From an optimization exercise on the open Yosys and OpenROAD flow, aimed at small area, a short achievable clock period and few clock cycles; shortcuts taken in it are not production practice.
Where RTL was checked, it was by simulation tests only, not by an equivalence proof against the original.
Function not checked in runs 4 to 6: the RTL went through the layout flow alone.
No activity file was given, so power comes from the tool's default toggle rates.

[design/flow/flow/share_ties.tcl]
# Drive every constant output from one tie cell: the HI pin of the first
# sky130 conb drives all tie-high nets' loads and its LO pin all tie-low loads;
# the other tie cells are removed.
set db [ord::get_db]
set block [ord::get_db_block]
set hi_net ""
set lo_net ""
set keep ""
set removed 0
foreach inst [$block getInsts] {
  if {[[$inst getMaster] getName] ne "sky130_fd_sc_hd__conb_1"} { continue }
  if {$keep eq ""} { set keep $inst }
}
if {$keep eq ""} { puts "share_ties: no tie cells"; return }
foreach it [$keep getITerms] {
  set n [$it getNet]
  set p [[$it getMTerm] getName]
  if {$p eq "HI"} { if {$n eq "NULL"} { set n [odb::dbNet_create $block "tie_hi_shared"]; $it connect $n }; set hi_net $n }
  if {$p eq "LO"} { if {$n eq "NULL"} { set n [odb::dbNet_create $block "tie_lo_shared"]; $it connect $n }; set lo_net $n }
}
foreach inst [$block getInsts] {
  if {[[$inst getMaster] getName] ne "sky130_fd_sc_hd__conb_1"} { continue }
  if {$inst eq $keep} { continue }
  foreach it [$inst getITerms] {
    set n [$it getNet]
    if {$n eq "NULL"} { continue }
    set p [[$it getMTerm] getName]
    if {$p eq "HI"} { set to $hi_net } elseif {$p eq "LO"} { set to $lo_net } else { continue }
    foreach bt [$n getBTerms] { $bt connect $to }
    foreach lit [$n getITerms] { if {[$lit getInst] ne $inst} { $lit connect $to } }
    $it disconnect
    odb::dbNet_destroy $n
  }
  odb::dbInst_destroy $inst
  incr removed
}
puts "share_ties: removed $removed tie cells; HI loads [llength [$hi_net getBTerms]]+[expr {[llength [$hi_net getITerms]]-1}], LO loads [llength [$lo_net getBTerms]]+[expr {[llength [$lo_net getITerms]]-1}]"
[design/flow/flow/run.sh]
#!/bin/bash
# The standard ORFS flow (the standard.sh, unchanged synthesis), with:
#  - ports buffered with the smallest buffer instead of the default choice
#  - clock tree built from larger clusters, without dummy loads
#  - the constant outputs driven from one shared tie cell
set -euo pipefail
export BUFFER_PORTS_ARGS="-buffer_cell sky130_fd_sc_hd__buf_1"
export PLACE_PINS_ARGS="-min_distance 1 -min_distance_in_tracks"
export CTS_ARGS="-sink_clustering_enable -repair_clock_nets -dont_use_dummy_load -sink_clustering_size 24 -sink_clustering_max_diameter 70 -buf_list {sky130_fd_sc_hd__clkbuf_16}"
bash standard.sh floorplan > standard_floorplan.log 2>&1
R=orfs/results/sky130hd/udp_bridge_top/base
printf 'read_db %s\nsource flow/share_ties.tcl\nwrite_db %s\n' $R/2_floorplan.odb $R/2_floorplan.odb > share_ties_run.tcl
openroad -no_init -exit share_ties_run.tcl > share_ties.log 2>&1
bash standard.sh finish > standard.log 2>&1
[design/flow/constraint.sdc]
create_clock -name core_clock -period 5.0 [get_ports {clk}]
set_input_delay 1.0000 -clock core_clock [delete_from_list [all_inputs] [get_ports {clk}]]
set_output_delay 1.0000 -clock core_clock [all_outputs]
set_load 0.01 [all_outputs]
[design/flow/design.v]
package udp_bridge_pkg;
	typedef logic [63:0] stream_data_t;
	typedef logic [7:0]  stream_keep_t;
	typedef logic [47:0] mac_addr_t;
	typedef logic [31:0] ip_addr_t;
	typedef logic [15:0] udp_port_t;
	typedef enum logic [1:0] {
		RX_IDLE,                            
		RX_PASS,                            
		RX_DROP                             
	} rx_state_e;
	typedef enum logic {
		TX_IDLE,                            
		TX_DATA                             
	} tx_state_e;
	localparam mac_addr_t DEF_LOCAL_MAC  = 48'hba0203040506;
	localparam ip_addr_t  DEF_LOCAL_IP   = 32'hc0a8006f;     
	localparam ip_addr_t  DEF_BCAST_IP   = 32'hc0a800ff;     
	localparam udp_port_t DEF_LOCAL_PORT = 16'd10086;        
	localparam mac_addr_t BCAST_MAC      = 48'hffffffffffff;
endpackage
`timescale 1ns/100ps
`timescale 1ns/100ps
`timescale 1ns/100ps
`timescale 1ns/100ps
module udp_bridge_top #(
	parameter udp_bridge_pkg::mac_addr_t LOCAL_MAC       = udp_bridge_pkg::DEF_LOCAL_MAC,
	parameter udp_bridge_pkg::ip_addr_t  LOCAL_IP        = udp_bridge_pkg::DEF_LOCAL_IP,
	parameter udp_bridge_pkg::ip_addr_t  BCAST_IP        = udp_bridge_pkg::DEF_BCAST_IP,
	parameter udp_bridge_pkg::udp_port_t LOCAL_PORT      = udp_bridge_pkg::DEF_LOCAL_PORT,
	parameter int                        FIFO_ADDR_WIDTH = 4
) (
	input  logic                         clk,
	input  logic                         rst_n,
	input  logic                         tx_axis_tvalid,
	output logic                         tx_axis_tready,
	input  udp_bridge_pkg::stream_data_t tx_axis_tdata,
	input  udp_bridge_pkg::stream_keep_t tx_axis_tkeep,
	input  logic                         tx_axis_tlast,
	output logic                         rx_axis_tvalid,
	input  logic                         rx_axis_tready,
	output udp_bridge_pkg::stream_data_t rx_axis_tdata,
	output udp_bridge_pkg::stream_keep_t rx_axis_tkeep,
	output logic                         rx_axis_tlast,
	output logic                         udp_tx_tvalid,
	output logic                         udp_tx_tlast,
	output udp_bridge_pkg::stream_keep_t udp_tx_tkeep,
	output udp_bridge_pkg::stream_data_t udp_tx_tdata,
	output udp_bridge_pkg::mac_addr_t    udp_tx_mac_src,
	output udp_bridge_pkg::mac_addr_t    udp_tx_mac_dest,
	output udp_bridge_pkg::ip_addr_t     udp_tx_ip_src,
	output udp_bridge_pkg::ip_addr_t     udp_tx_ip_dest,
	output udp_bridge_pkg::udp_port_t    udp_tx_port_src,
	output udp_bridge_pkg::udp_port_t    udp_tx_port_dest,
	input  logic                         udp_tx_tready,
	input  logic                         udp_rx_tvalid,
	input  logic                         udp_rx_tlast,
	input  udp_bridge_pkg::stream_keep_t udp_rx_tkeep,
	input  udp_bridge_pkg::stream_data_t udp_rx_tdata,
	input  udp_bridge_pkg::mac_addr_t    udp_rx_mac_src,
	input  udp_bridge_pkg::ip_addr_t     udp_rx_ip_src,
	input  udp_bridge_pkg::ip_addr_t     udp_rx_ip_dest,
	input  udp_bridge_pkg::udp_port_t    udp_rx_port_src,
	input  udp_bridge_pkg::udp_port_t    udp_rx_port_dest,
	output logic                         udp_rx_tready
);
	logic        rx_v;
	logic [72:0] rx_q;
	logic        rx_in_pkt;       
	logic        rx_acc_q;        
	logic        accept;
	logic        pass;
	logic        rx_xfer;
	logic        rx_first_acc;
	assign accept = (udp_rx_port_dest == LOCAL_PORT) &&
	                ((udp_rx_ip_dest == LOCAL_IP) || (udp_rx_ip_dest == BCAST_IP));
	assign pass   = rx_in_pkt ? rx_acc_q : accept;
	assign udp_rx_tready = !rx_v || rx_axis_tready;
	assign rx_xfer       = udp_rx_tvalid && udp_rx_tready;
	assign rx_first_acc  = rx_xfer && !rx_in_pkt && accept;
	always_ff @(posedge clk or negedge rst_n) begin
		if (!rst_n) begin
			rx_v      <= 1'b0;
			rx_in_pkt <= 1'b0;
			rx_acc_q  <= 1'b0;
		end else begin
			if (udp_rx_tready)
				rx_v <= rx_xfer && pass;
			if (rx_xfer) begin
				rx_in_pkt <= !udp_rx_tlast;
				rx_acc_q  <= pass;
			end
		end
	end
	always_ff @(posedge clk) begin
		if (udp_rx_tready)
			rx_q <= {udp_rx_tlast, udp_rx_tkeep, udp_rx_tdata};
	end
	assign rx_axis_tvalid = rx_v;
	assign {rx_axis_tlast, rx_axis_tkeep, rx_axis_tdata} = rx_q;
	udp_bridge_pkg::mac_addr_t peer_mac;
	udp_bridge_pkg::ip_addr_t  peer_ip;
	udp_bridge_pkg::udp_port_t peer_port;
	udp_bridge_pkg::mac_addr_t peer_mac_n;
	udp_bridge_pkg::ip_addr_t  peer_ip_n;
	udp_bridge_pkg::udp_port_t peer_port_n;
	assign peer_mac_n  = rx_first_acc ? udp_rx_mac_src  : peer_mac;
	assign peer_ip_n   = rx_first_acc ? udp_rx_ip_src   : peer_ip;
	assign peer_port_n = rx_first_acc ? udp_rx_port_src : peer_port;
	always_ff @(posedge clk or negedge rst_n) begin
		if (!rst_n) begin
			peer_mac  <= udp_bridge_pkg::BCAST_MAC;
			peer_ip   <= BCAST_IP;
			peer_port <= LOCAL_PORT;
		end else begin
			peer_mac  <= peer_mac_n;
			peer_ip   <= peer_ip_n;
			peer_port <= peer_port_n;
		end
	end
	logic        tx_v;
	logic [72:0] tx_q;
	logic        tx_in_pkt;       
	udp_bridge_pkg::mac_addr_t hdr_mac;
	udp_bridge_pkg::ip_addr_t  hdr_ip;
	udp_bridge_pkg::udp_port_t hdr_port;
	assign tx_axis_tready = !tx_v || udp_tx_tready;
	always_ff @(posedge clk or negedge rst_n) begin
		if (!rst_n) begin
			tx_v      <= 1'b0;
			tx_in_pkt <= 1'b0;
		end else begin
			if (tx_axis_tready)
				tx_v <= tx_axis_tvalid;
			if (tx_axis_tvalid && tx_axis_tready)
				tx_in_pkt <= !tx_axis_tlast;
		end
	end
	always_ff @(posedge clk) begin
		if (tx_axis_tready)
			tx_q <= {tx_axis_tlast, tx_axis_tkeep, tx_axis_tdata};
	end
	always_ff @(posedge clk) begin
		if (tx_axis_tready && !tx_in_pkt) begin
			hdr_mac  <= peer_mac_n;
			hdr_ip   <= peer_ip_n;
			hdr_port <= peer_port_n;
		end
	end
	assign udp_tx_tvalid = tx_v;
	assign {udp_tx_tlast, udp_tx_tkeep, udp_tx_tdata} = tx_q;
	assign udp_tx_mac_src   = LOCAL_MAC;
	assign udp_tx_ip_src    = LOCAL_IP;
	assign udp_tx_port_src  = LOCAL_PORT;
	assign udp_tx_mac_dest  = hdr_mac;
	assign udp_tx_ip_dest   = hdr_ip;
	assign udp_tx_port_dest = hdr_port;
endmodule
[design/flow/standard.sh]
#!/bin/bash
# synth_recipe.tcl (not shown) runs the flow's synth.tcl, then flattens the netlist and writes it again
# the make line also repeats each setting of config.mk as NAME=value (left out here)
make -C /OpenROAD-flow-scripts/flow DESIGN_CONFIG=/design/flow/config.mk WORK_HOME=/design/flow/orfs CLKGATE_MAP_FILE= SYNTH_SCRIPT=/design/flow/synth_recipe.tcl "${@:-finish}"
[design/flow/config.mk]
export PLATFORM = sky130hd
export DESIGN_NAME = udp_bridge_top
export DESIGN_NICKNAME = udp_bridge_top
export VERILOG_FILES = /design/flow/design.v
export SDC_FILE = /design/flow/constraint.sdc
export NUM_CORES = 4
export LEC_CHECK = 0
export ABC_AREA = 1
export CAP_MARGIN = 20
export CORE_AREA = 2 2 143 143
export DIE_AREA = 0 0 145 145
export SETUP_SLACK_MARGIN = 2.75
export SLEW_MARGIN = 20
==> results.py, run 1 <==
metrics = {
    "floorplanning": {
        "core_area_sq_mm": 0.01946,
        "die-width_um": 145,
        "floorplan.initialDensity": 0.6323,
        "core.rowCount": 51,
        "io_pins": 638,
        "fp.dieH_um": 145,
        "die_area_sq_mm": 0.02103,
    },
    "clocking": {
        "numCtsBuffers": 18,
        "cts_tree": "built",
        "clkSlewWorstSetupHoldPaths_ps": 50,
        "cts.path.max_buffers": 3,
        "htreeDepth": 1,
        "cts_sinks": 343,
        "cts_hold_buf": 0,
        "clockRootBuffer": "clkbuf_16",
        "clock_latency_ps": 500,
    },
    "logic_synthesis": {
        "synth.cell_area_sq_mm": 0.01231,
        "synth-seq-area-share": 0.8029,
        "yosysWarnings": 1,
        "synth_seq_cells": 343,
        "synthCells": 831,
        "syn_area_per_cell_sq_um": 14.81,
        "ys_types": 20,
    },
    "placement": {
        "portBuffers": 541,
        "dp_cells": 1515,
        "preCtsSetupSlack_ps": 1445,
        "place_congestion": 0.8772,
        "dp_hpwl_mm": 21.55,
    },
    "global_routing": {
        "grt_remaining_overflow": 0,
        "track_usage": 0.2874,
        "grt_pass1_wl_mm": 46.49,
        "grt_antenna_before_repair": 3,
        "grt_max_degree": 99,
        "grt_pass1_vias": 7988,
    },
    "worst_setup_path": {
        "critPathArrivalTime_ps": 1320,
        "crit_type": "input port to primary output",
        "max_stage_delay_ps": 130,
        "path_max_fanout": 2,
        "crit_required_ps": 4000,
        "endpoint_kind": "primary output",
        "start_kind": "input port",
        "crit_chain": "buf_8 -> inv_12 -> nand2_4 -> buf_6",
        "cp_slowest_cell": "buf_6",
    },
    "job": {
        "maxCapViolCount": 0,
    },
    "timing": {
        "finalSetupViolCount": 0,
        "drv_slew": 0,
        "finalCritPeriodShare": 0.4641,
        "period_needed_ps": 2321,
        "relSlewSlack": 0.4015,
        "fin_tns_setup_ps": 0,
        "finalHoldViolCount": 0,
        "worstMarginPinSlew_ps": 897.7,
        "finClkSkew_ps": 31.24,
        "rsz0062_at_grt": "yes",
        "setup_slack_ps": 2679,
        "max_freq_mhz": 430.9,
    },
    "detailed_routing": {
        "antenna_left": 0,
        "drt-vias-per-instance": 5.367,
        "drt_wl_total_mm": 32.26,
        "dr_total_vias": 8335,
        "dr.first_iter.drc_count": 523,
        "wl_per_cell_um": 20.77,
        "drcViolationCount": 0,
        "drt_first_pass_iters": 4,
    },
    "layout": {
        "layout_commonest_cell": "buf_1",
        "fillers": 1336,
        "multi_input_area_sq_mm": 0.001614,
        "regArea_sq_mm": 0.009882,
        "drive_above_1_share": 0.1026,
        "num-nets-final": 1585,
        "final_cell_mix": "buf_1 (536), edfxtp_1 (242), nand2_1 (209)",
        "stdcell_count": 1553,
        "areaGrowthSynthToFinish_pct": 19.18,
    },
    "power": {
        "ir_worst_vdd_mv": 0.2471,
        "p_sw_mw": 1.185,
        "intPower_mw": 4.013,
        "power_density_mw_per_mm2": 354.4,
        "power.leakage_nw": 5.681,
        "p_clk_frac": 0.279,
        "switching_share": 0.2280,
        "power_frac_comb": 0.090,
        "seqPwrFrac": 0.631,
    },
    "worst_hold_path": {
        "holdCritPathClass": "flop to flop",
    },
    "outcome": {
        "status": "complete, no violations",
    },
}
-- critical path: cells and delay by family --
family | cells | cell delay (ps)
buf+inv | 3 | 280
simple gates | 1 | 40
-- cells in the mapped netlist, drive strengths merged --
cell / count / share of area
buf: 123 / 0.072
nand4: 3 / 0.0015
a21oi: 1 / 0.00041
dfrtp: 32 / 0.065
dfstp: 69 / 0.15
clkbuf: 3 / 0.00091
nand2: 213 / 0.066
nor2: 25 / 0.0088
inv: 15 / 0.0046
edfxtp: 242 / 0.59
o21ai: 2 / 0.00081
conb: 2 / 0.00061
xnor2: 1 / 0.00071
nand3: 100 / 0.041
-- final timing paths --
| path | start | end | slack (ps) | depth (start not counted) |
|---|---|---|---|---|
| max | udp_tx_tready | tx_axis_tready | 2680 | 4 |
| max reg2reg | rx_v | hdr_mac[13] | 2950 | 10 |
| min reg2reg | peer_mac[10] | peer_mac[10] | 470 | 2 |
| max in group asynchronous | rst_n | peer_mac[10] | 3410 | 3 |
| min | peer_mac[10] | peer_mac[10] | 470 | 2 |
| min in group asynchronous | rst_n | peer_ip[22] | 480 | 1 |
-- registers in the layout, indices dropped and copies added (netlist names) --
| name | cells |
|---|---|
| peer_mac | 48 |
| tx_v | 1 |
| hdr_port | 16 |
| rx_v | 1 |
| tx_in_pkt | 1 |
| hdr_mac | 48 |
| rx_in_pkt | 1 |
| hdr_ip | 32 |
| tx_q | 73 |
| peer_port | 16 |
| peer_ip | 32 |
| rx_q | 73 |
| rx_acc_q | 1 |
-- timing repair --
item,CTS,global route
setup endpoints to repair,196,189
gates resized for setup,19,11
cloned,3,4
pin swaps,1,3
buffers inserted,5,5
-- metrics by stage --
stage	utilization	power (mW)	instance area (sq um)	hold slack [ps]
after floorplan	-	3.583	12820	434.0
after global placement	0.7149	3.789	13910	445.1
after detailed placement	0.7149	3.796	13910	454.5
after CTS	0.7450	5.224	14500	470.2
after global routing	0.7535	5.371	14670	486.5
final	0.7536	5.199	14670	470.8
-- cells by family after synthesis --
group	after synthesis	share of synthesized area
AO/OA/AOI/OAI	3	0.001220
AND/OR/NAND/NOR	341	0.1166
buffers and inverters	141	0.07798
XOR/XNOR	1	0.0007118
flip-flops	343	0.8029
other	2	0.0006102
-- power by group through the flow --
stage	clock, mW	combinational [mW]	sequential (mW)
after CTS	1.48	0.463	3.28
after global routing	1.57	0.499	3.30
after detailed placement	0	0.455	3.34
after global placement	0	0.453	3.34
final	1.45	0.467	3.28
after floorplan	0	0.146	3.44
-- per-layer routing --
metal	vias up	global-route usage	wire [um]
li1	3640	-	-
met1	4041	0.3555	11430
met2	515	0.4540	15540
met3	137	0.1075	3668
met4	2	0.1351	1610
met5	-	0	11
-- layout make-up --
class | instances | area share
multi-input combinational | 351 | 0.1100
inverter | 15 | 0.005545
timing repair buffer | 559 | 0.1570
sequential | 343 | 0.6737
clock buffer | 18 | 0.03071
tap | 265 | 0.02261
antenna | 2 | 0.0003412
Testbench counts, summed over its fixed seeds: cycles 8,840.
==> inputs of run 2 (changes only) <==
--- a/design/flow/flow/run.sh
+++ b/design/flow/flow/run.sh
@@ -6,7 +6,7 @@
 set -euo pipefail
 export BUFFER_PORTS_ARGS="-buffer_cell sky130_fd_sc_hd__buf_1"
 export PLACE_PINS_ARGS="-min_distance 1 -min_distance_in_tracks"
-export CTS_ARGS="-sink_clustering_enable -repair_clock_nets -dont_use_dummy_load -sink_clustering_size 24 -sink_clustering_max_diameter 70 -buf_list {sky130_fd_sc_hd__clkbuf_16}"
+export CTS_ARGS="-sink_clustering_enable -repair_clock_nets -dont_use_dummy_load -sink_clustering_size 30 -sink_clustering_max_diameter 100 -buf_list {sky130_fd_sc_hd__clkbuf_16}"
 bash standard.sh floorplan > standard_floorplan.log 2>&1
 R=orfs/results/sky130hd/udp_bridge_top/base
 printf 'read_db %s\nsource flow/share_ties.tcl\nwrite_db %s\n' $R/2_floorplan.odb $R/2_floorplan.odb > share_ties_run.tcl
==> results.py, run 2 <==
metrics = {
    "outcome": {
        "status": "complete, no violations",
    },
    "detailed_routing": {
        "drcViolationCount": 0,
        "drt_wl_total_mm": 32.13,
        "wl_per_cell_um": 20.66,
        "drt-vias-per-instance": 5.271,
        "dr.first_iter.drc_count": 497,
        "drt_first_pass_iters": 7,
        "dr_total_vias": 8197,
        "antenna_left": 0,
    },
    "floorplanning": {
        "io_pins": 638,
        "floorplan.initialDensity": 0.6323,
        "core_area_sq_mm": 0.01946,
        "core.rowCount": 51,
        "die_area_sq_mm": 0.02103,
        "die-width_um": 145,
        "fp.dieH_um": 145,
    },
    "power": {
        "power.leakage_nw": 5.651,
        "ir_worst_vdd_mv": 0.2967,
        "power_density_mw_per_mm2": 346.5,
    },
    "worst_setup_path": {
        "max_stage_delay_ps": 130,
        "start_kind": "input port",
        "critPathTopFamily": "buffers and inverters",
        "endpoint_kind": "primary output",
        "path_max_fanout": 2,
        "cp_slowest_cell": "buf_6",
        "crit_required_ps": 4000,
        "crit_type": "input port to primary output",
        "critPathArrivalTime_ps": 1330,
        "crit_buf_inv": 3,
        "crit_chain": "buf_8 -> inv_12 -> nand2_4 -> buf_6",
    },
    "logic_synthesis": {
        "synth_compound_area_frac": 0.001220,
        "ys.flop_type": "edfxtp_1",
        "yosysWarnings": 1,
        "synth_top_area_frac": 0.5905,
        "ys_types": 20,
        "yosysMostFrequentCell": "edfxtp_1",
        "synthXorXnorAreaFrac": 0.0007117,
        "ys_async_sr_fraction": 0.2945,
        "synth_seq_cells": 343,
        "synthCells": 831,
        "synthTopCellsByCount": "edfxtp_1 (242), nand2_1 (210), buf_4 (105), nand3_1 (100), dfstp_2 (69)",
        "synthAdderAreaFrac": 0,
        "syn_area_per_cell_sq_um": 14.81,
        "synth_top_family_by_area": "simple AND/OR/NAND/NOR gates",
        "yosys.area.top_type": "edfxtp_1",
        "synth-seq-area-share": 0.8029,
        "synth.cell_area_sq_mm": 0.01231,
        "synthTopCellsByArea": "edfxtp_1 (59%), dfstp_2 (15%), dfrtp_1 (6.5%)",
        "synthSimpleGateAreaFrac": 0.1166,
        "synth_edf_count": 242,
        "synthMuxAreaShare": 0,
    },
    "timing": {
        "finalSetupViolCount": 0,
        "rsz0062_at_grt": "yes",
        "worstMarginPinSlew_ps": 888.1,
        "drv_slew": 0,
        "max_freq_mhz": 430.0,
        "fin_tns_setup_ps": 0,
        "period_needed_ps": 2326,
        "finClkSkew_ps": 37.70,
        "relSlewSlack": 0.4079,
        "finalCritPeriodShare": 0.4652,
        "finalHoldViolCount": 0,
    },
    "clocking": {
        "clkSlewWorstSetupHoldPaths_ps": 100,
        "clock_latency_ps": 490,
        "cts.path.max_buffers": 3,
        "numCtsBuffers": 15,
        "htreeDepth": 1,
        "cts_sinks": 343,
        "cts_tree": "built",
        "cts_hold_buf": 0,
        "clockRootBuffer": "clkbuf_16",
    },
    "job": {
        "maxCapViolCount": 0,
    },
    "global_routing": {
        "grt_max_degree": 99,
        "grt_pass1_wl_mm": 46.46,
        "grt_remaining_overflow": 0,
        "grt_antenna_before_repair": 4,
        "track_usage": 0.2888,
        "grt_pass1_vias": 7980,
    },
    "layout": {
        "num-nets-final": 1584,
        "layout_commonest_cell": "buf_1",
        "drive_above_1_share": 0.1019,
        "areaGrowthSynthToFinish_pct": 18.71,
        "fillers": 1343,
        "biggestRegsByFlops": "rx_q x73, tx_q x73",
        "fin_area_sq_mm": 0.01461,
        "final_cell_mix": "buf_1 (536), edfxtp_1 (242), nand2_1 (209)",
    },
    "placement": {
        "place_congestion": 0.8772,
        "dp_hpwl_mm": 21.55,
        "portBuffers": 541,
        "placed_cell_area_sq_mm": 0.01391,
    },
    "worst_hold_path": {
        "holdCritPathClass": "input port to async pin",
    },
}
-- run 2: stage by stage --
stage | util | cells | power [mW] | worst slack [ps] | hold WS [ps]
CTS | 0.7411 | 1538 | 5.093 | 2655 | 472.0
global route | 0.7501 | 1551 | 5.230 | 2661 | 488.6
floorplan | - | 925 | 3.583 | 1961 | 434.0
global placement | 0.7149 | 1515 | 3.789 | 1512 | 445.1
finish | 0.7506 | 1555 | 5.062 | 2674 | 471.6
detailed placement | 0.7149 | 1515 | 3.796 | 1445 | 454.5
-- run 2: kinds of logic after synthesis --
family	after synthesis
other cells	2
flops	343
compound gates	3
buf+inv	141
xor+xnor	1
simple gates	341
-- run 2: layout make-up --
type                       count  area (sq um)  share of cell area
timing repair buffer         561          2310              0.1581
antenna                        5         12.51           0.0008565
inverter                      15         81.33            0.005567
clock buffer                  15         375.4             0.02569
tap                          265         331.6             0.02270
multi-input combinational    351          1614              0.1105
sequential                   343          9884              0.6766
-- run 2: path summary, 6_finish.rpt --
kind,slack [ps],end,cells after the start,from
worst max-delay path,2670,tx_axis_tready,4,udp_tx_tready
worst min-delay path,470,peer_ip[22],1,rst_n
worst max register to register,2850,hdr_ip[17],11,rx_v
worst min register to register,470,peer_mac[19],2,peer_mac[19]
max in group asynchronous,3410,peer_mac[10],3,rst_n
min in group core_clock,470,peer_mac[19],2,peer_mac[19]
-- run 2: where the power goes --
part           switching [mW]  leakage, nW  internal [mW]
Clock                   0.770        0.185          0.544
Sequential             0.0449         3.64           3.24
Combinational           0.335         1.82          0.131
-- run 2: repair_timing --
item | 4_1_cts | 5_1_grt
gates cloned | 3 | 4
pin swaps | 1 | 3
gates resized for setup | 19 | 14
setup buffers | 5 | 7
setup endpoints to repair | 196 | 194
-- run 2: worst register-to-register path, stage by stage (launching register included) --
cell     delay [ps]
dfrtp_4         530
nand2_8          90
buf_4           100
buf_4           110
nand2_4          60
nor2_1          120
nand2_1         110
nor2_4          120
buf_4           170
buf_8           320
nand3_1         160
nand2_1         120
-- run 2: metal layers --
metal,global-route usage,wire length [um],up-vias
met3,0.1129,3653,115
met2,0.4493,15420,495
li1,-,-,3646
met4,0.1411,1555,2
met5,0,10,-
met1,0.3579,11500,3939
==> inputs of run 3 (changes only) <==
--- a/design/flow/flow/run.sh
+++ b/design/flow/flow/run.sh
@@ -6,7 +6,7 @@
 set -euo pipefail
 export BUFFER_PORTS_ARGS="-buffer_cell sky130_fd_sc_hd__buf_1"
 export PLACE_PINS_ARGS="-min_distance 1 -min_distance_in_tracks"
-export CTS_ARGS="-sink_clustering_enable -repair_clock_nets -dont_use_dummy_load -sink_clustering_size 30 -sink_clustering_max_diameter 100 -buf_list {sky130_fd_sc_hd__clkbuf_16}"
+export CTS_ARGS="-sink_clustering_enable -repair_clock_nets -dont_use_dummy_load -sink_clustering_size 40 -sink_clustering_max_diameter 60 -buf_list {sky130_fd_sc_hd__clkbuf_16}"
 bash standard.sh floorplan > standard_floorplan.log 2>&1
 R=orfs/results/sky130hd/udp_bridge_top/base
 printf 'read_db %s\nsource flow/share_ties.tcl\nwrite_db %s\n' $R/2_floorplan.odb $R/2_floorplan.odb > share_ties_run.tcl
==> results.py, run 3 <==
metrics = {
    "logic_synthesis": {
        "yosys.area.top_type": "edfxtp_1",
        "synth_top_area_frac": 0.5905,
        "ys_async_sr_fraction": 0.2945,
        "ys_types": 20,
        "synth_seq_cells": 343,
        "yosysMostFrequentCell": "edfxtp_1",
        "ys.flop_type": "edfxtp_1",
        "synth_edf_count": 242,
        "synthCells": 831,
        "synth.cell_area_sq_mm": 0.01231,
        "synth-seq-area-share": 0.8029,
        "synthTopCellsByCount": "edfxtp_1 (242), nand2_1 (210), buf_4 (105), nand3_1 (100), dfstp_2 (69)",
        "yosysWarnings": 1,
        "syn_area_per_cell_sq_um": 14.81,
        "synthTopCellsByArea": "edfxtp_1 (59%), dfstp_2 (15%), dfrtp_1 (6.5%)",
    },
    "global_routing": {
        "grt_pass1_vias": 8023,
        "grt_remaining_overflow": 0,
        "track_usage": 0.2881,
        "grt_antenna_before_repair": 4,
        "grt_max_degree": 99,
        "grt_pass1_wl_mm": 46.53,
    },
    "timing": {
        "rsz0062_at_grt": "yes",
        "finClkSkew_ps": 50.24,
        "worstMarginPinSlew_ps": 893.1,
        "relSlewSlack": 0.4046,
        "finalHoldViolCount": 0,
        "finalSetupViolCount": 0,
        "fin_tns_setup_ps": 0,
        "finalCritPeriodShare": 0.4649,
        "max_freq_mhz": 430.2,
        "period_needed_ps": 2324,
        "drv_slew": 0,
    },
    "layout": {
        "areaGrowthSynthToFinish_pct": 19.85,
        "layout_commonest_cell": "buf_1",
        "final_cell_mix": "buf_1 (536), edfxtp_1 (242), nand2_1 (209)",
        "biggestRegsByFlops": "rx_q x73, tx_q x73",
        "num-nets-final": 1591,
        "drive_above_1_share": 0.1068,
    },
    "detailed_routing": {
        "drt_first_pass_iters": 5,
        "drt-vias-per-instance": 5.295,
        "drt_wl_total_mm": 32.43,
        "dr_total_vias": 8265,
        "dr.first_iter.drc_count": 537,
        "drcViolationCount": 0,
        "wl_per_cell_um": 20.77,
        "antenna_left": 0,
    },
    "clocking": {
        "cts.path.max_buffers": 3,
        "cts_tree": "built",
        "cts_hold_buf": 0,
        "clockRootBuffer": "clkbuf_16",
        "clkSlewWorstSetupHoldPaths_ps": 90,
        "htreeDepth": 1,
        "numCtsBuffers": 19,
        "clock_latency_ps": 520,
        "cts_sinks": 343,
    },
    "floorplanning": {
        "io_pins": 638,
        "die-width_um": 145,
        "fp.dieH_um": 145,
        "die_area_sq_mm": 0.02103,
        "floorplan.initialDensity": 0.6323,
        "core.rowCount": 51,
        "core_area_sq_mm": 0.01946,
    },
    "power": {
        "power.leakage_nw": 5.693,
        "ir_worst_vdd_mv": 0.3346,
        "power_density_mw_per_mm2": 354.8,
        "p_total_mw": 5.233,
    },
    "worst_setup_path": {
        "endpoint_kind": "primary output",
        "cp_slowest_cell": "buf_6",
        "crit_chain": "buf_8 -> inv_12 -> nand2_4 -> buf_6",
        "start_kind": "input port",
        "crit_type": "input port to primary output",
        "max_stage_delay_ps": 130,
        "crit_required_ps": 4000,
        "critPathArrivalTime_ps": 1320,
        "path_max_fanout": 2,
    },
    "worst_hold_path": {
        "holdCritPathClass": "input port to async pin",
    },
    "placement": {
        "place_congestion": 0.8772,
        "portBuffers": 541,
        "dp_hpwl_mm": 21.55,
    },
    "outcome": {
        "status": "complete, no violations",
    },
    "job": {
        "maxCapViolCount": 0,
    },
}
-- run 3: metal layers --
metal	global-route usage	routed length [um]	vias up
met5	0	11	-
met4	0.1287	1522	2
met3	0.1132	3639	120
met2	0.4581	15680	498
met1	0.3528	11580	3989
li1	-	-	3656
-- run 3: what timing repair did --
action | 4_1_cts | 5_1_grt
gates resized for setup | 19 | 14
buffers inserted | 7 | 7
cloned | 3 | 5
pin swaps | 1 | 4
setup endpoints to repair | 196 | 187
-- run 3: critical path: cells and delay by family --
kind | cells | cell delay [ps]
buffers and inverters | 3 | 280
and+or+nand+nor | 1 | 40
-- run 3: cells by family (layout without fill, tap and decap cells) --
family | after synthesis | in the layout | share of synthesized area
AO/OA/AOI/OAI | 3 | 3 | 0.001220
XOR/XNOR | 1 | 1 | 0.0007118
buffers and inverters | 141 | 597 | 0.07798
flip-flops | 343 | 343 | 0.8029
other | 2 | 5 | 0.0006102
AND/OR/NAND/NOR | 341 | 347 | 0.1166
-- run 3: final timing paths --
kind                               startpoint             end  cells after the start  slack (ps)
worst max-delay path            udp_tx_tready  tx_axis_tready                      4        2680
worst min-delay path                    rst_n     peer_ip[22]                      1         470
worst max register to register           rx_v     hdr_mac[17]                     11        2910
worst min register to register     peer_ip[9]      peer_ip[9]                      2         470
max in group asynchronous               rst_n    peer_mac[11]                      3        3430
min in group core_clock            peer_ip[9]      peer_ip[9]                      2         470
-- run 3: power by group --
part	internal [mW]	leakage, nW	switching, mW	total [mW]
registers	3.24	3.65	0.0445	3.28
clock network	0.680	0.234	0.806	1.49
logic	0.131	1.81	0.335	0.466
-- run 3: layout make-up --
cell class / instances / area [sq um]
antenna: 4 / 10.01
clock buffer: 19 / 475.5
fill: 1354 / 4713
inverter: 15 / 81.33
multi-input combinational: 352 / 1643
sequential: 343 / 9882
tap: 265 / 331.6
timing repair buffer: 563 / 2326
-- run 3: stage by stage --
step / hold WS [ps] / utilization / area [sq um] / setup WS [ps] / std cells
final: 468.9 / 0.7578 / 14750 / 2676 / 1561
after global routing: 486.6 / 0.7574 / 14740 / 2661 / 1558
after CTS: 470.2 / 0.7470 / 14540 / 2666 / 1544
after detailed placement: 454.5 / 0.7149 / 13910 / 1445 / 1515
after global placement: 445.1 / 0.7149 / 13910 / 1512 / 1515
after floorplan: 434.0 / - / 12820 / 1961 / 925
==> inputs of run 4 (changes only) <==
--- a/design/flow/design.v
+++ b/design/flow/design.v
@@ -98,26 +98,22 @@
 	end
 	assign rx_axis_tvalid = rx_v;
 	assign {rx_axis_tlast, rx_axis_tkeep, rx_axis_tdata} = rx_q;
-	udp_bridge_pkg::mac_addr_t peer_mac;
-	udp_bridge_pkg::ip_addr_t  peer_ip;
-	udp_bridge_pkg::udp_port_t peer_port;
+	localparam logic [95:0] PEER_BCAST = {udp_bridge_pkg::BCAST_MAC, BCAST_IP, LOCAL_PORT};
+	logic [95:0] peer;
+	logic [95:0] peer_n;
+	logic        peer_load;
+	logic        peer_keep;
+	assign peer_load = rx_first_acc && rst_n;
+	assign peer_keep = !rx_first_acc && rst_n;
+	assign peer_n    = ({96{peer_load}} & {udp_rx_mac_src, udp_rx_ip_src, udp_rx_port_src}) |
+	                   ({96{peer_keep}} & peer) |
+	                   ({96{!rst_n}} & PEER_BCAST);
+	always_ff @(posedge clk)
+		peer <= peer_n;
 	udp_bridge_pkg::mac_addr_t peer_mac_n;
 	udp_bridge_pkg::ip_addr_t  peer_ip_n;
 	udp_bridge_pkg::udp_port_t peer_port_n;
-	assign peer_mac_n  = rx_first_acc ? udp_rx_mac_src  : peer_mac;
-	assign peer_ip_n   = rx_first_acc ? udp_rx_ip_src   : peer_ip;
-	assign peer_port_n = rx_first_acc ? udp_rx_port_src : peer_port;
-	always_ff @(posedge clk or negedge rst_n) begin
-		if (!rst_n) begin
-			peer_mac  <= udp_bridge_pkg::BCAST_MAC;
-			peer_ip   <= BCAST_IP;
-			peer_port <= LOCAL_PORT;
-		end else begin
-			peer_mac  <= peer_mac_n;
-			peer_ip   <= peer_ip_n;
-			peer_port <= peer_port_n;
-		end
-	end
+	assign {peer_mac_n, peer_ip_n, peer_port_n} = peer_n;
 	logic        tx_v;
 	logic [72:0] tx_q;
 	logic        tx_in_pkt;       
--- a/design/flow/flow/run.sh
+++ b/design/flow/flow/run.sh
@@ -6,7 +6,7 @@
 set -euo pipefail
 export BUFFER_PORTS_ARGS="-buffer_cell sky130_fd_sc_hd__buf_1"
 export PLACE_PINS_ARGS="-min_distance 1 -min_distance_in_tracks"
-export CTS_ARGS="-sink_clustering_enable -repair_clock_nets -dont_use_dummy_load -sink_clustering_size 40 -sink_clustering_max_diameter 60 -buf_list {sky130_fd_sc_hd__clkbuf_16}"
+export CTS_ARGS="-sink_clustering_enable -repair_clock_nets -dont_use_dummy_load -sink_clustering_size 30 -sink_clustering_max_diameter 80 -buf_list {sky130_fd_sc_hd__clkbuf_4 sky130_fd_sc_hd__clkbuf_8 sky130_fd_sc_hd__clkbuf_16}"
 bash standard.sh floorplan > standard_floorplan.log 2>&1
 R=orfs/results/sky130hd/udp_bridge_top/base
 printf 'read_db %s\nsource flow/share_ties.tcl\nwrite_db %s\n' $R/2_floorplan.odb $R/2_floorplan.odb > share_ties_run.tcl
--- a/design/flow/config.mk
+++ b/design/flow/config.mk
@@ -9,5 +9,5 @@
 export CAP_MARGIN = 20
 export CORE_AREA = 2 2 143 143
 export DIE_AREA = 0 0 145 145
-export SETUP_SLACK_MARGIN = 2.75
+export SETUP_SLACK_MARGIN = 2.6
 export SLEW_MARGIN = 20
==> results.py, run 4 <==
metrics = {
    "logic_synthesis": {
        "ys.flop_type": "edfxtp_1",
        "syn_area_per_cell_sq_um": 12.14,
        "yosysMostFrequentCell": "edfxtp_1",
        "synth_top_area_frac": 0.5692,
        "synthCells": 1052,
        "ys_types": 24,
        "synth-seq-area-share": 0.7295,
        "synth.cell_area_sq_mm": 0.01277,
        "yosysWarnings": 1,
        "synth_seq_cells": 343,
        "ys_async_sr_fraction": 0.01458,
        "synthTopCellsByCount": "edfxtp_1 (242), inv_1 (218), nand2_1 (143), nand3_1 (98), buf_4 (97)",
        "synthTopCellsByArea": "edfxtp_1 (57%), dfxtp_1 (15%), inv_1 (6.4%)",
        "synth_edf_count": 242,
        "yosys.area.top_type": "edfxtp_1",
    },
    "clocking": {
        "clock_latency_ps": 510,
        "cts_hold_buf": 0,
        "numCtsBuffers": 15,
        "cts_sinks": 343,
        "htreeDepth": 1,
        "cts.path.max_buffers": 3,
        "cts_tree": "built",
        "clkSlewWorstSetupHoldPaths_ps": 100,
        "clockRootBuffer": "clkbuf_16",
    },
    "power": {
        "power_density_mw_per_mm2": 316.9,
        "p_clk_frac": 0.272,
        "switching_share": 0.2173,
        "seqPwrFrac": 0.654,
        "p_sw_mw": 1.053,
        "intPower_mw": 3.791,
        "ir_worst_vdd_mv": 0.3329,
        "power.leakage_nw": 6.119,
        "power_frac_comb": 0.074,
    },
    "timing": {
        "relSlewSlack": 0.3758,
        "period_needed_ps": 2386,
        "finalHoldViolCount": 0,
        "finalSetupViolCount": 0,
        "fin_tns_setup_ps": 0,
        "timing.hold.ws_ps": 470.2,
        "rsz0062_at_grt": "no",
        "drv_slew": 0,
        "worstMarginPinSlew_ps": 936.4,
        "max_freq_mhz": 419.1,
        "finalCritPeriodShare": 0.4772,
        "finClkSkew_ps": 73.43,
    },
    "worst_hold_path": {
        "hold_depth": 2,
        "min_from": "peer[33]",
        "holdCritPathClass": "flop to flop",
        "min_to": "peer[33]",
    },
    "placement": {
        "dp_hpwl_mm": 22.49,
        "portBuffers": 541,
        "dp_cells": 1725,
        "placed_cell_area_sq_mm": 0.01469,
        "place_congestion": 0.8755,
    },
    "floorplanning": {
        "fp.dieH_um": 145,
        "core_area_sq_mm": 0.01946,
        "die_area_sq_mm": 0.02103,
        "io_pins": 638,
        "floorplan.initialDensity": 0.6560,
        "core.rowCount": 51,
        "die-width_um": 145,
    },
    "worst_setup_path": {
        "reg2reg_depth": 8,
        "regToRegStartpoint": "rx_in_pkt",
        "start_kind": "input port",
        "cp_slowest_cell": "buf_4",
        "reg2reg_to": "hdr_mac[12]",
        "max_stage_delay_ps": 140,
        "crit_chain": "buf_4 -> inv_12 -> nand2_2 -> buf_6",
        "critPathArrivalTime_ps": 1390,
        "crit_buf_inv": 3,
        "endpoint_kind": "primary output",
        "crit_type": "input port to primary output",
        "crit_required_ps": 4000,
        "critPathTopFamily": "buffers and inverters",
        "path_max_fanout": 2,
        "ff2ff_setup_slack_ps": 2800,
    },
    "global_routing": {
        "grt_antenna_before_repair": 1,
        "grt_pass1_vias": 8632,
        "grt_pass1_wl_mm": 48.78,
        "grt_remaining_overflow": 0,
        "grt_max_degree": 77,
        "track_usage": 0.2980,
    },
    "detailed_routing": {
        "drt_wl_total_mm": 32.34,
        "antenna_left": 0,
        "dr.first_iter.drc_count": 543,
        "drt_first_pass_iters": 5,
        "wl_per_cell_um": 18.43,
        "drt-vias-per-instance": 5.128,
        "dr_total_vias": 8999,
        "drcViolationCount": 0,
    },
    "layout": {
        "largest_reg_flops": 96,
        "layout_commonest_cell": "buf_1",
        "num-nets-final": 1788,
        "drive_above_1_share": 0.08865,
        "fillers": 1299,
        "areaGrowthSynthToFinish_pct": 19.73,
        "fin_util": 0.7854,
        "final_cell_mix": "buf_1 (536), edfxtp_1 (242), inv_1 (217)",
        "biggestRegsByFlops": "peer x96, rx_q x73, tx_q x73",
        "stdcell_count": 1755,
        "largest_register": "peer",
        "fin_area_sq_mm": 0.01529,
    },
    "outcome": {
        "status": "complete, no violations",
    },
    "job": {
        "maxCapViolCount": 0,
    },
}
==> run 4: cell types whose count changed in the layout (fill, tap and decap cells not counted), sizes merged, moves of 27 or more <==
| cell | change |
|---|---|
| inv | +204 |
| dfxtp | +96 |
| dfstp | -69 |
| nand4 | +69 |
| nand2 | -68 |
| dfrtp | -27 |
==> run 4: power groups by stage <==
stage	clock network, mW	registers (mW)	logic, mW
6_report	1.32	3.17	0.357
5_1_grt	1.43	3.18	0.387
4_1_cts	1.34	3.17	0.356
3_5_place_dp	0	3.24	0.349
3_3_place_gp	0	3.23	0.346
2_1_floorplan	0	3.29	0.168
==> run 4: layout make-up <==
cell class                      instances  area (sq um)  area share
Antenna cell                            1         2.502   0.0001637
Timing Repair Buffer                  557          2237      0.1464
Multi-Input combinational cell        355          2177      0.1424
Clock buffer                           15         375.4     0.02456
Inverter                              219         847.1     0.05541
Sequential cell                       343          9315      0.6094
Tap cell                              265         331.6     0.02169
==> run 4: logic make-up after synthesis <==
group,Yosys count,synth area share
AND/OR/NAND/NOR,344,0.1288
flip-flops,343,0.7295
AO/OA/AOI/OAI,4,0.001666
other,2,0.0005882
buffers and inverters,359,0.1395
==> run 4: metrics by stage <==
| stage | total power [mW] | setup slack [ps] |
|---|---|---|
| floorplan | 3.457 | 1961 |
| global placement | 3.579 | 1310 |
| detailed placement | 3.585 | 1293 |
| CTS | 4.864 | 2602 |
| global route | 4.999 | 2604 |
| finish | 4.844 | 2614 |
==> run 4: layer usage <==
| layer | wire length, um | up-vias | global-route usage |
|---|---|---|---|
| li1 | - | 4190 | - |
| met4 | 1619 | 0 | 0.1460 |
| met2 | 15510 | 499 | 0.4817 |
| met3 | 3525 | 104 | 0.1104 |
| met5 | 0 | - | 0 |
| met1 | 11690 | 4206 | 0.3550 |
==> run 4: what timing repair did <==
item                                    CTS  global route
cloned                                    5             1
resized for setup                        14             7
buffers inserted                          4             4
endpoints found under the setup margin  196           111
pin swaps                                 4             3
==> run 4: how the worst max path moves through the flow <==
| stage | cells after the start | startpoint | endpoint |
|---|---|---|---|
| final | 4 | udp_tx_tready | tx_axis_tready |
| after global routing | 4 | udp_tx_tready | tx_axis_tready |
| after CTS | 4 | udp_tx_tready | tx_axis_tready |
| after detailed placement | 11 | rx_axis_tready | hdr_ip[14] |
| after global placement | 11 | rx_axis_tready | hdr_port[12] |
| after floorplan | 2 | udp_tx_tready | hdr_ip[0] |
==> run 4: worst register-to-register path, stage by stage, from the launching register on <==
cell and delay, ps:
dfrtp_1 470, nand3b_1 200, nor2_1 110, nand2_1 150
nor2_4 290, buf_12 350, nand4_1 170, nand2_1 100
inv_1 50
==> inputs of run 5 (changes only) <==
--- a/design/flow/config.mk
+++ b/design/flow/config.mk
@@ -9,5 +9,5 @@
 export CAP_MARGIN = 20
 export CORE_AREA = 2 2 143 143
 export DIE_AREA = 0 0 145 145
-export SETUP_SLACK_MARGIN = 2.6
+export SETUP_SLACK_MARGIN = 2.75
 export SLEW_MARGIN = 20
==> results.py, run 5 <==
metrics = {
    "worst_hold_path": {
        "min_from": "peer[38]",
        "hold_depth": 2,
        "holdCritPathClass": "flop to flop",
    },
    "placement": {
        "portBuffers": 541,
        "dp_hpwl_mm": 22.88,
        "place_congestion": 0.9186,
        "dp_cells": 1726,
    },
    "clocking": {
        "numCtsBuffers": 15,
        "cts.path.max_buffers": 3,
        "clkSlewWorstSetupHoldPaths_ps": 110,
        "cts_sinks": 343,
        "clock_latency_ps": 500,
        "cts_tree": "built",
        "cts_hold_buf": 0,
        "htreeDepth": 1,
        "clockRootBuffer": "clkbuf_16",
    },
    "detailed_routing": {
        "dr_total_vias": 9160,
        "wl_per_cell_um": 18.97,
        "drt_first_pass_iters": 5,
        "drt_wl_total_mm": 33.52,
        "drt-vias-per-instance": 5.184,
        "dr.first_iter.drc_count": 630,
        "antenna_left": 0,
        "drcViolationCount": 0,
    },
    "outcome": {
        "status": "complete, no violations",
    },
    "timing": {
        "max_freq_mhz": 423.4,
        "period_needed_ps": 2362,
        "finalCritPeriodShare": 0.4724,
        "relSlewSlack": 0.3944,
        "finalHoldViolCount": 0,
        "drv_slew": 0,
        "finClkSkew_ps": 24.01,
        "worstMarginPinSlew_ps": 908.4,
        "fin_tns_setup_ps": 0,
        "finalSetupViolCount": 0,
        "rsz0062_at_grt": "yes",
    },
    "floorplanning": {
        "io_pins": 638,
        "die-width_um": 145,
        "core_area_sq_mm": 0.01946,
        "core.rowCount": 51,
        "die_area_sq_mm": 0.02103,
        "floorplan.initialDensity": 0.6560,
        "fp.dieH_um": 145,
    },
    "logic_synthesis": {
        "synthCells": 1052,
        "synth_top_area_frac": 0.5692,
        "synth.cell_area_sq_mm": 0.01277,
        "synthTopCellsByArea": "edfxtp_1 (57%), dfxtp_1 (15%), inv_1 (6.4%)",
        "ys.flop_type": "edfxtp_1",
        "yosys.area.top_type": "edfxtp_1",
        "yosysMostFrequentCell": "edfxtp_1",
        "ys_async_sr_fraction": 0.01458,
        "synth_seq_cells": 343,
        "yosysWarnings": 1,
        "synth-seq-area-share": 0.7295,
        "syn_area_per_cell_sq_um": 12.14,
        "synthTopCellsByCount": "edfxtp_1 (242), inv_1 (218), nand2_1 (143), nand3_1 (98), buf_4 (97)",
        "ys_types": 24,
        "synth_edf_count": 242,
    },
    "layout": {
        "num-nets-final": 1799,
        "stdcell_count": 1767,
        "largest_register": "peer",
        "biggestRegsByFlops": "peer x96, rx_q x73, tx_q x73",
        "drive_above_1_share": 0.1080,
        "layout_commonest_cell": "buf_1",
        "areaGrowthSynthToFinish_pct": 21.79,
        "final_cell_mix": "buf_1 (536), edfxtp_1 (242), inv_1 (217)",
        "largest_reg_flops": 96,
    },
    "global_routing": {
        "grt_pass1_wl_mm": 49.35,
        "grt_max_degree": 88,
        "grt_antenna_before_repair": 4,
        "grt_remaining_overflow": 0,
        "grt_pass1_vias": 8727,
        "track_usage": 0.3046,
    },
    "worst_setup_path": {
        "crit_required_ps": 4000,
        "crit_type": "input port to primary output",
        "path_max_fanout": 4,
        "crit_path_start": "rx_axis_tready",
        "start_kind": "input port",
        "endpoint_kind": "primary output",
        "reg2reg_depth": 10,
        "critPathArrivalTime_ps": 1360,
        "regToRegStartpoint": "rx_v",
    },
    "power": {
        "power_density_mw_per_mm2": 313.3,
        "ir_worst_vdd_mv": 0.2457,
        "power.leakage_nw": 6.210,
    },
    "job": {
        "maxCapViolCount": 0,
    },
}
## run 5: area by class of cell
class | count | area, sq um
tap | 265 | 331.6
inverter | 219 | 847.1
clock buffer | 15 | 375.4
fill | 1242 | 3914
multi-input combinational | 355 | 2261
antenna | 2 | 5.005
timing repair buffer | 568 | 2412
sequential | 343 | 9316
## run 5: path summary, 6_finish.rpt
path	to	slack, ps
min in group asynchronous	rx_v	1100
max in group asynchronous	tx_v	3550
worst max-delay path	udp_rx_tready	2640
worst min-delay path	peer[38]	470
worst max register to register	hdr_port[3]	3110
worst min register to register	peer[38]	470
## run 5: logic make-up (layout without fill, tap and decap cells)
group,count (synthesis),after routing,synth area share
AOI/OAI and AO/OA,4,5,0.001666
buffers and inverters,359,802,0.1395
DFF,343,343,0.7295
other,2,3,0.0005882
and+or+nand+nor,344,349,0.1288
## run 5: through the flow
stage / worst slack, ps / cell area (sq um) / power [mW] / util / hold WS [ps]
after floorplan: 1961 / 13790 / 3.458 / - / 439.9
after global placement: 1556 / 14800 / 3.580 / 0.7603 / 450.0
after detailed placement: 1497 / 14800 / 3.588 / 0.7603 / 461.5
after CTS: 2571 / 15320 / 4.887 / 0.7871 / 473.6
after global routing: 2629 / 15540 / 5.014 / 0.7987 / 493.5
final: 2638 / 15550 / 4.872 / 0.7989 / 473.3
## run 5: layer usage
metal / GRT usage / vias up / share of wire
met4: 0.1658 / 4 / 0.055
li1: - / 4218 / -
met1: 0.3686 / 4316 / 0.36
met3: 0.1060 / 142 / 0.10
met2: 0.4833 / 480 / 0.48
met5: 0 / - / 0.00081
## run 5: timing repair
item | 4_1_cts | 5_1_grt
cloned | 5 | 3
hold endpoints to repair | 0 | 0
pin swaps | 3 | 4
resized for setup | 19 | 14
setup endpoints to repair | 268 | 170
buffers inserted | 4 | 12
## run 5: worst max-delay path: stages
cell     delay, ps
buf_8          110
inv_12          50
nand2_8         70
buf_6          130
## run 5: where the power goes
part | internal, mW | switching [mW]
clock | 0.545 | 0.789
sequential | 3.14 | 0.0282
combinational | 0.108 | 0.259
==> inputs of run 6 (changes only) <==
--- a/design/flow/config.mk
+++ b/design/flow/config.mk
@@ -5,7 +5,6 @@
 export SDC_FILE = /design/flow/constraint.sdc
 export NUM_CORES = 4
 export LEC_CHECK = 0
-export ABC_AREA = 1
 export CAP_MARGIN = 20
 export CORE_AREA = 2 2 143 143
 export DIE_AREA = 0 0 145 145
==> results.py, run 6 <==
metrics = {
    "logic_synthesis": {
        "synthCells": 816,
        "synth.cell_area_sq_mm": 0.01196,
        "synthTopCellsByArea": "edfxtp_1 (61%), dfxtp_1 (16%), nand3_1 (7.1%)",
        "yosys.area.top_type": "edfxtp_1",
        "yosysMostFrequentCell": "edfxtp_1",
        "synth-seq-area-share": 0.7789,
        "yosysWarnings": 1,
        "ys_async_sr_fraction": 0.01458,
        "ys.flop_type": "edfxtp_1",
        "ys_types": 29,
        "synth_seq_cells": 343,
        "synth_top_area_frac": 0.6077,
        "synth_edf_count": 242,
        "synthTopCellsByCount": "edfxtp_1 (242), nand3_1 (169), buf_4 (97), dfxtp_1 (96), o21ai_0 (58)",
        "syn_area_per_cell_sq_um": 14.65,
    },
    "clocking": {
        "cts_tree": "built",
        "htreeDepth": 1,
        "cts_hold_buf": 0,
        "cts_sinks": 343,
        "numCtsBuffers": 15,
        "cts.path.max_buffers": 3,
        "clockRootBuffer": "clkbuf_16",
        "clock_latency_ps": 500,
        "clkSlewWorstSetupHoldPaths_ps": 100,
    },
    "job": {
        "maxCapViolCount": 0,
    },
    "placement": {
        "portBuffers": 541,
        "preCtsSetupSlack_ps": 1598,
        "place_congestion": 1.001,
        "dp_cells": 1481,
        "dp_hpwl_mm": 22.92,
    },
    "worst_hold_path": {
        "holdCritPathClass": "flop to flop",
    },
    "layout": {
        "drive_above_1_share": 0.1014,
        "stdcell_count": 1541,
        "largest_reg_flops": 96,
        "largest_register": "peer",
        "layout_commonest_cell": "buf_1",
        "final_cell_mix": "buf_1 (538), edfxtp_1 (242), nand3_1 (166)",
        "biggestRegsByFlops": "peer x96, rx_q x73, tx_q x73",
        "areaGrowthSynthToFinish_pct": 22.73,
        "num-nets-final": 1571,
    },
    "detailed_routing": {
        "antenna_left": 0,
        "dr.first_iter.drc_count": 868,
        "wl_per_cell_um": 24.52,
        "drt_first_pass_iters": 7,
        "dr_total_vias": 9056,
        "drt-vias-per-instance": 5.877,
        "drcViolationCount": 0,
        "drt_wl_total_mm": 37.79,
    },
    "worst_setup_path": {
        "endpoint_kind": "flop",
        "start_kind": "input port",
        "path_max_fanout": 8,
        "critPathArrivalTime_ps": 2650,
        "crit_type": "input port to flop",
        "crit_required_ps": 5160,
    },
    "timing": {
        "period_needed_ps": 2490,
        "worstMarginPinSlew_ps": 967.1,
        "max_freq_mhz": 401.6,
        "relSlewSlack": 0.3513,
        "drv_slew": 0,
        "finalCritPeriodShare": 0.4981,
        "rsz0062_at_grt": "yes",
        "setup_slack_ps": 2510,
        "finClkSkew_ps": 34.10,
        "fin_tns_setup_ps": 0,
        "finalHoldViolCount": 0,
        "finalSetupViolCount": 0,
    },
    "floorplanning": {
        "fp.dieH_um": 145,
        "core_area_sq_mm": 0.01946,
        "die_area_sq_mm": 0.02103,
        "die-width_um": 145,
        "core.rowCount": 51,
        "floorplan.initialDensity": 0.6144,
        "io_pins": 638,
    },
    "global_routing": {
        "grt_remaining_overflow": 0,
        "grt_pass1_vias": 8682,
        "grt_max_degree": 77,
        "grt_antenna_before_repair": 4,
        "track_usage": 0.3427,
        "grt_pass1_wl_mm": 54.56,
    },
    "power": {
        "power_density_mw_per_mm2": 330.2,
        "ir_worst_vdd_mv": 0.4010,
        "power.leakage_nw": 4.462,
        "p_total_mw": 4.845,
    },
    "outcome": {
        "status": "complete, no violations",
    },
}
-- run 6: what timing repair did --
item                                    4_1_cts  5_1_grt
cloned                                       21        3
gates resized for setup                      67       27
pin swaps                                    17        6
buffers inserted                             14        3
endpoints found under the setup margin      196      272
-- run 6: worst max-delay path: stages --
cell and delay (ps):
buf_1 70, and4bb_4 400, nand3_4 190, or4_4 700, o21ai_2 170, nand3_1 120
-- run 6: path summary, 6_finish.rpt --
| path | cells after the start | to | slack, ps | startpoint |
|---|---|---|---|---|
| setup / recovery | 6 | hdr_mac[3] | 2510 | udp_rx_port_dest[14] |
| hold / removal | 2 | peer[25] | 480 | peer[25] |
| setup reg to reg | 6 | hdr_mac[17] | 2890 | rx_v |
| hold reg to reg | 2 | peer[25] | 480 | peer[25] |
| max in group asynchronous | 2 | tx_v | 3760 | rst_n |
| min in group asynchronous | 2 | rx_in_pkt | 720 | rst_n |
-- run 6: area by class of cell --
| cell class | count | area [sq um] |
|---|---|---|
| Inverter | 1 | 3.754 |
| Timing Repair Buffer | 572 | 2490 |
| Fill cell | 1355 | 4787 |
| Clock buffer | 15 | 375.4 |
| Sequential cell | 343 | 9314 |
| Tap cell | 265 | 331.6 |
| Multi-Input combinational cell | 341 | 2151 |
| Antenna cell | 4 | 10.01 |
-- run 6: power by group --
| group | internal (mW) | total, mW | switching [mW] |
|---|---|---|---|
| registers | 3.14 | 3.17 | 0.0290 |
| logic | 0.100 | 0.337 | 0.237 |
| clock network | 0.545 | 1.34 | 0.793 |
| total | 3.79 | 4.85 | 1.06 |
-- run 6: stage by stage --
stage | utilization | area [sq um] | hold slack (ps)
global route | 0.7538 | 14670 | 492.9
global placement | 0.6929 | 13490 | 455.2
floorplan | - | 12420 | 442.4
detailed placement | 0.6929 | 13490 | 467.0
finish | 0.7540 | 14680 | 478.4
CTS | 0.7432 | 14460 | 484.8
-- run 6: kinds of logic (layout without fill, tap and decap cells) --
family                    after synthesis  count (layout)  synth area share
buffers and inverters                 149             588           0.08057
and+or+nand+nor                       194             212           0.08591
other                                   2               5         0.0006280
DFF                                   343             343            0.7789
AOI/OAI and AO/OA                     127             127           0.05326
xor gates and xnor gates                1               1         0.0007326
-- run 6: metal layers --
layer	wire, um	part of all wire	GRT usage	vias up
li1	-	-	-	3864
met1	13380	0.35	0.4176	4393
met2	17920	0.47	0.5452	648
met3	4595	0.12	0.1286	151
met4	1896	0.050	0.1624	0
met5	0	0	0	-
==> inputs of run 7 (changes only) <==
--- a/design/flow/design.v
+++ b/design/flow/design.v
@@ -98,22 +98,26 @@
 	end
 	assign rx_axis_tvalid = rx_v;
 	assign {rx_axis_tlast, rx_axis_tkeep, rx_axis_tdata} = rx_q;
-	localparam logic [95:0] PEER_BCAST = {udp_bridge_pkg::BCAST_MAC, BCAST_IP, LOCAL_PORT};
-	logic [95:0] peer;
-	logic [95:0] peer_n;
-	logic        peer_load;
-	logic        peer_keep;
-	assign peer_load = rx_first_acc && rst_n;
-	assign peer_keep = !rx_first_acc && rst_n;
-	assign peer_n    = ({96{peer_load}} & {udp_rx_mac_src, udp_rx_ip_src, udp_rx_port_src}) |
-	                   ({96{peer_keep}} & peer) |
-	                   ({96{!rst_n}} & PEER_BCAST);
-	always_ff @(posedge clk)
-		peer <= peer_n;
+	udp_bridge_pkg::mac_addr_t peer_mac;
+	udp_bridge_pkg::ip_addr_t  peer_ip;
+	udp_bridge_pkg::udp_port_t peer_port;
 	udp_bridge_pkg::mac_addr_t peer_mac_n;
 	udp_bridge_pkg::ip_addr_t  peer_ip_n;
 	udp_bridge_pkg::udp_port_t peer_port_n;
-	assign {peer_mac_n, peer_ip_n, peer_port_n} = peer_n;
+	assign peer_mac_n  = rx_first_acc ? udp_rx_mac_src  : peer_mac;
+	assign peer_ip_n   = rx_first_acc ? udp_rx_ip_src   : peer_ip;
+	assign peer_port_n = rx_first_acc ? udp_rx_port_src : peer_port;
+	always_ff @(posedge clk or negedge rst_n) begin
+		if (!rst_n) begin
+			peer_mac  <= udp_bridge_pkg::BCAST_MAC;
+			peer_ip   <= BCAST_IP;
+			peer_port <= LOCAL_PORT;
+		end else begin
+			peer_mac  <= peer_mac_n;
+			peer_ip   <= peer_ip_n;
+			peer_port <= peer_port_n;
+		end
+	end
 	logic        tx_v;
 	logic [72:0] tx_q;
 	logic        tx_in_pkt;       
==> design/flow/flow/run.sh (replaced) <==
#!/bin/bash
# The standard ORFS flow (the standard.sh, unchanged synthesis), with:
#  - ports buffered with the smallest buffer instead of the default choice
#  - clock tree built from larger clusters, without dummy loads
#  - the constant outputs driven from one shared tie cell
#  - the ready inputs and outputs placed as adjacent pins, with the logic
#    between them moved next to them after global placement
set -euo pipefail
export BUFFER_PORTS_ARGS="-buffer_cell sky130_fd_sc_hd__buf_1"
export PLACE_PINS_ARGS="-min_distance 1 -min_distance_in_tracks -group_pins {udp_tx_tready tx_axis_tready} -group_pins {rx_axis_tready udp_rx_tready}"
export CTS_ARGS="-sink_clustering_enable -repair_clock_nets -dont_use_dummy_load -sink_clustering_size 30 -sink_clustering_max_diameter 80 -buf_list {sky130_fd_sc_hd__clkbuf_4 sky130_fd_sc_hd__clkbuf_8 sky130_fd_sc_hd__clkbuf_16}"
bash standard.sh floorplan > standard_floorplan.log 2>&1
R=orfs/results/sky130hd/udp_bridge_top/base
printf 'read_db %s\nsource flow/share_ties.tcl\nwrite_db %s\n' $R/2_floorplan.odb $R/2_floorplan.odb > share_ties_run.tcl
openroad -no_init -exit share_ties_run.tcl > share_ties.log 2>&1
bash standard.sh $PWD/$R/3_3_place_gp.odb > standard_place_gp.log 2>&1
printf 'read_db %s\nsource flow/nudge.tcl\nwrite_db %s\n' $R/3_3_place_gp.odb $R/3_3_place_gp.odb > nudge_run.tcl
openroad -no_init -exit nudge_run.tcl > nudge.log 2>&1
bash standard.sh finish > standard.log 2>&1
==> design/flow/flow/nudge.tcl (new file) <==
# Move the combinational cells that drive the two ready outputs (the cone
# between the ready input's port buffer and the ready output's port buffer)
# next to the output pin, so these port-to-port paths get short wires.
# Detailed placement legalizes them afterwards.
set block [ord::get_db_block]
set core [$block getCoreArea]
proc is_seq {inst} {
  foreach it [$inst getITerms] { if {[[$it getMTerm] getName] eq "CLK"} { return 1 } }
  return 0
}
foreach outp {tx_axis_tready udp_rx_tready} {
  set bt [$block findBTerm $outp]
  if {$bt eq "NULL"} { continue }
  set bb [$bt getBBox]
  set px [expr {([$bb xMin] + [$bb xMax]) / 2}]
  set py [expr {([$bb yMin] + [$bb yMax]) / 2}]
  set x [expr {max([$core xMin] + 2000, min([$core xMax] - 8000, $px))}]
  set y [expr {max([$core yMin] + 2000, min([$core yMax] - 4000, $py))}]
  set frontier [list [$bt getNet]]
  set seen {}
  for {set d 0} {$d < 4} {incr d} {
    set next {}
    foreach n $frontier {
      foreach it [$n getITerms] {
        if {![$it isOutputSignal]} { continue }
        set inst [$it getInst]
        if {[lsearch -exact $seen [$inst getName]] >= 0} { continue }
        if {[is_seq $inst]} { continue }
        lappend seen [$inst getName]
        $inst setLocation $x $y
        $inst setPlacementStatus PLACED
        foreach jt [$inst getITerms] {
          if {[$jt isInputSignal] && [$jt getNet] ne "NULL"} { lappend next [$jt getNet] }
        }
      }
    }
    set frontier $next
  }
  puts "nudge $outp: moved $seen to [expr {$x/1000.0}] [expr {$y/1000.0}]"
}
--- a/design/flow/config.mk
+++ b/design/flow/config.mk
@@ -5,6 +5,7 @@
 export SDC_FILE = /design/flow/constraint.sdc
 export NUM_CORES = 4
 export LEC_CHECK = 0
+export ABC_AREA = 1
 export CAP_MARGIN = 20
 export CORE_AREA = 2 2 143 143
 export DIE_AREA = 0 0 145 145
==> results.py, run 7 <==
metrics = {
    "worst_setup_path": {
        "reg2reg_to": "hdr_ip[1]",
        "crit_path_start": "rx_axis_tready",
        "crit_chain": "buf_8 -> inv_12 -> nand2_8 -> buf_6",
        "crit_cells": 4,
        "critPathArrivalTime_ps": 1320,
        "critPathTopFamily": "buffers and inverters",
        "regToRegStartpoint": "rx_v",
        "crit_required_ps": 4000,
        "crit_end": "udp_rx_tready",
        "cp_slowest_cell": "buf_8",
        "ff2ff_setup_slack_ps": 2890,
        "crit_buf_inv": 3,
    },
    "power": {
        "switching_share": 0.2261,
        "ir_worst_vdd_mv": 0.4020,
        "p_clk_frac": 0.259,
        "power_frac_comb": 0.092,
        "intPower_mw": 3.910,
        "p_sw_mw": 1.143,
        "p_total_mw": 5.053,
        "power.leakage_nw": 5.667,
    },
    "job": {
        "maxCapViolCount": 0,
    },
    "placement": {
        "place_congestion": 0.8792,
        "dp_hpwl_mm": 21.95,
        "placed_cell_area_sq_mm": 0.01392,
        "portBuffers": 541,
    },
    "logic_synthesis": {
        "synthSimpleGateAreaFrac": 0.1166,
        "synthTopCellsByCount": "edfxtp_1 (242), nand2_1 (210), buf_4 (105), nand3_1 (100), dfstp_2 (69)",
        "synth_top_area_frac": 0.5905,
        "synth-seq-area-share": 0.8029,
        "synthTopCellsByArea": "edfxtp_1 (59%), dfstp_2 (15%), dfrtp_1 (6.5%)",
        "synthCells": 831,
        "ys_async_sr_fraction": 0.2945,
        "ys_types": 20,
        "synthAdderAreaFrac": 0,
        "synth_seq_cells": 343,
        "synth_top_family_by_area": "simple AND/OR/NAND/NOR gates",
        "synth_compound_area_frac": 0.001220,
        "yosysWarnings": 1,
        "synth.cell_area_sq_mm": 0.01231,
        "ys.flop_type": "edfxtp_1",
    },
    "detailed_routing": {
        "drcViolationCount": 0,
        "drt_wl_total_mm": 32.24,
        "antenna_left": 0,
        "dr.first_iter.drc_count": 462,
    },
    "floorplanning": {
        "floorplan.initialDensity": 0.6323,
        "fp.dieH_um": 145,
        "core_area_sq_mm": 0.01946,
        "die-width_um": 145,
    },
    "timing": {
        "timing.hold.ws_ps": 476.0,
        "rsz0062_at_grt": "yes",
        "max_freq_mhz": 431.8,
        "fin_tns_setup_ps": 0,
        "drv_slew": 0,
        "finalCritPeriodShare": 0.4632,
        "finClkSkew_ps": 33.88,
        "finalHoldViolCount": 0,
        "relSlewSlack": 0.4022,
        "finalSetupViolCount": 0,
    },
    "clocking": {
        "htreeDepth": 1,
        "cts.path.max_buffers": 3,
        "cts_tree": "built",
        "clkSlewWorstSetupHoldPaths_ps": 100,
        "clock_latency_ps": 490,
    },
    "outcome": {
        "status": "complete, no violations",
    },
    "layout": {
        "final_cell_mix": "buf_1 (536), edfxtp_1 (242), nand2_1 (209)",
        "drive_above_1_share": 0.1047,
        "biggestRegsByFlops": "rx_q x73, tx_q x73",
        "fillers": 1363,
        "num-nets-final": 1588,
    },
    "global_routing": {
        "track_usage": 0.2901,
        "grt_pass1_vias": 8097,
    },
}
[run 7: worst register-to-register path, stage by stage (launching register included)]
cell and delay, ps:
dfrtp_4 530, nand2_8 90, buf_4 120, nand2_4 60, nor2_1 100, nand2_1 90, nor2_4 300, buf_4 220
nand2_8 170, nand2_1 120, nand2_1 80
[run 7: worst min path at each step]
stage | from | endpoint | cells after the start
5_1_grt | peer_ip[6] | peer_ip[6] | 2
4_1_cts | peer_mac[13] | peer_mac[13] | 2
3_3_place_gp | peer_ip[12] | peer_ip[12] | 2
3_5_place_dp | peer_ip[24] | peer_ip[24] | 2
6_report | peer_port[13] | peer_port[13] | 2
2_1_floorplan | peer_ip[10] | peer_ip[10] | 2
[run 7: cells by family (layout without fill, tap and decap cells)]
family,Yosys count,after routing
other,2,9
XOR/XNOR,1,1
AND/OR/NAND/NOR,341,346
AO/OA/AOI/OAI,3,3
buffers and inverters,141,595
flip-flops,343,343
[run 7: through the flow]
step	std cells	worst slack [ps]
4_1_cts	1540	2677
5_1_grt	1557	2675
6_report	1562	2684
2_1_floorplan	925	1961
3_5_place_dp	1516	1419
3_3_place_gp	1516	1506
[run 7: per-layer routing]
metal / vias up / wire length, um / global-route usage
li1: 3660 / - / -
met1: 3952 / 11050 / 0.3336
met2: 528 / 15420 / 0.4607
met3: 137 / 3991 / 0.1336
met4: 6 / 1739 / 0.1465
met5: - / 36 / 0
[run 7: layout make-up]
cell class              instances  area [sq um]  share of cell area
diodes                          8         20.02            0.001367
multi-input cells             351          1614              0.1102
flip-flops and latches        343          9884              0.6752
clock buffers                  15         375.4             0.02564
well taps                     265         331.6             0.02265
repair buffers                565          2333              0.1594
inverters                      15         81.33            0.005555
[run 7: repair_timing]
item,in CTS,in global routing
pin swaps,2,4
gates cloned,3,4
buffers inserted,6,10
endpoints found under the hold margin,0,0
resized for setup,19,14
setup endpoints to repair,273,268
hold buffers,0,0
[run 7: power groups by stage]
stage / registers [mW] / logic, mW / clock network, mW
2_1_floorplan: 3.44 / 0.146 / 0
3_3_place_gp: 3.34 / 0.452 / 0
3_5_place_dp: 3.34 / 0.454 / 0
4_1_cts: 3.28 / 0.463 / 1.34
5_1_grt: 3.30 / 0.496 / 1.43
6_report: 3.28 / 0.463 / 1.31
Testbench counts of run 7, summed over its fixed seeds: cycles 8,840.

-- separate check: timing with driven ports --
No port has a modelled driver above. Below, the same layouts with a new extraction and two added sets of constraints.
Step 1: set_driving_cell puts a clkbuf_16 on clk and a buf_2 on each other input, an assumption about the parent block.
Step 2, shift: input delay + t, output delay - t, t = (earliest + latest rising clock arrival at the registers) / 2. This alone moves slack from input paths to output paths.
Slacks: no drivers / after step 1 / after step 2; pairs: no drivers / after step 1.
run	t, ns	slack for setup (ns)
run 1	0.530	2.679 / 2.618 / 2.303
run 2	0.523	2.674 / 2.610 / 2.262
run 3	0.541	2.676 / 2.611 / 2.207
run 4	0.524	2.614 / 2.556 / 2.240
run 5	0.538	2.638 / 2.588 / 2.259
run 6	0.536	2.510 / 2.476 / 1.995
run 7	0.514	2.684 / 2.636 / 2.214
After both steps every run listed still meets setup and hold.
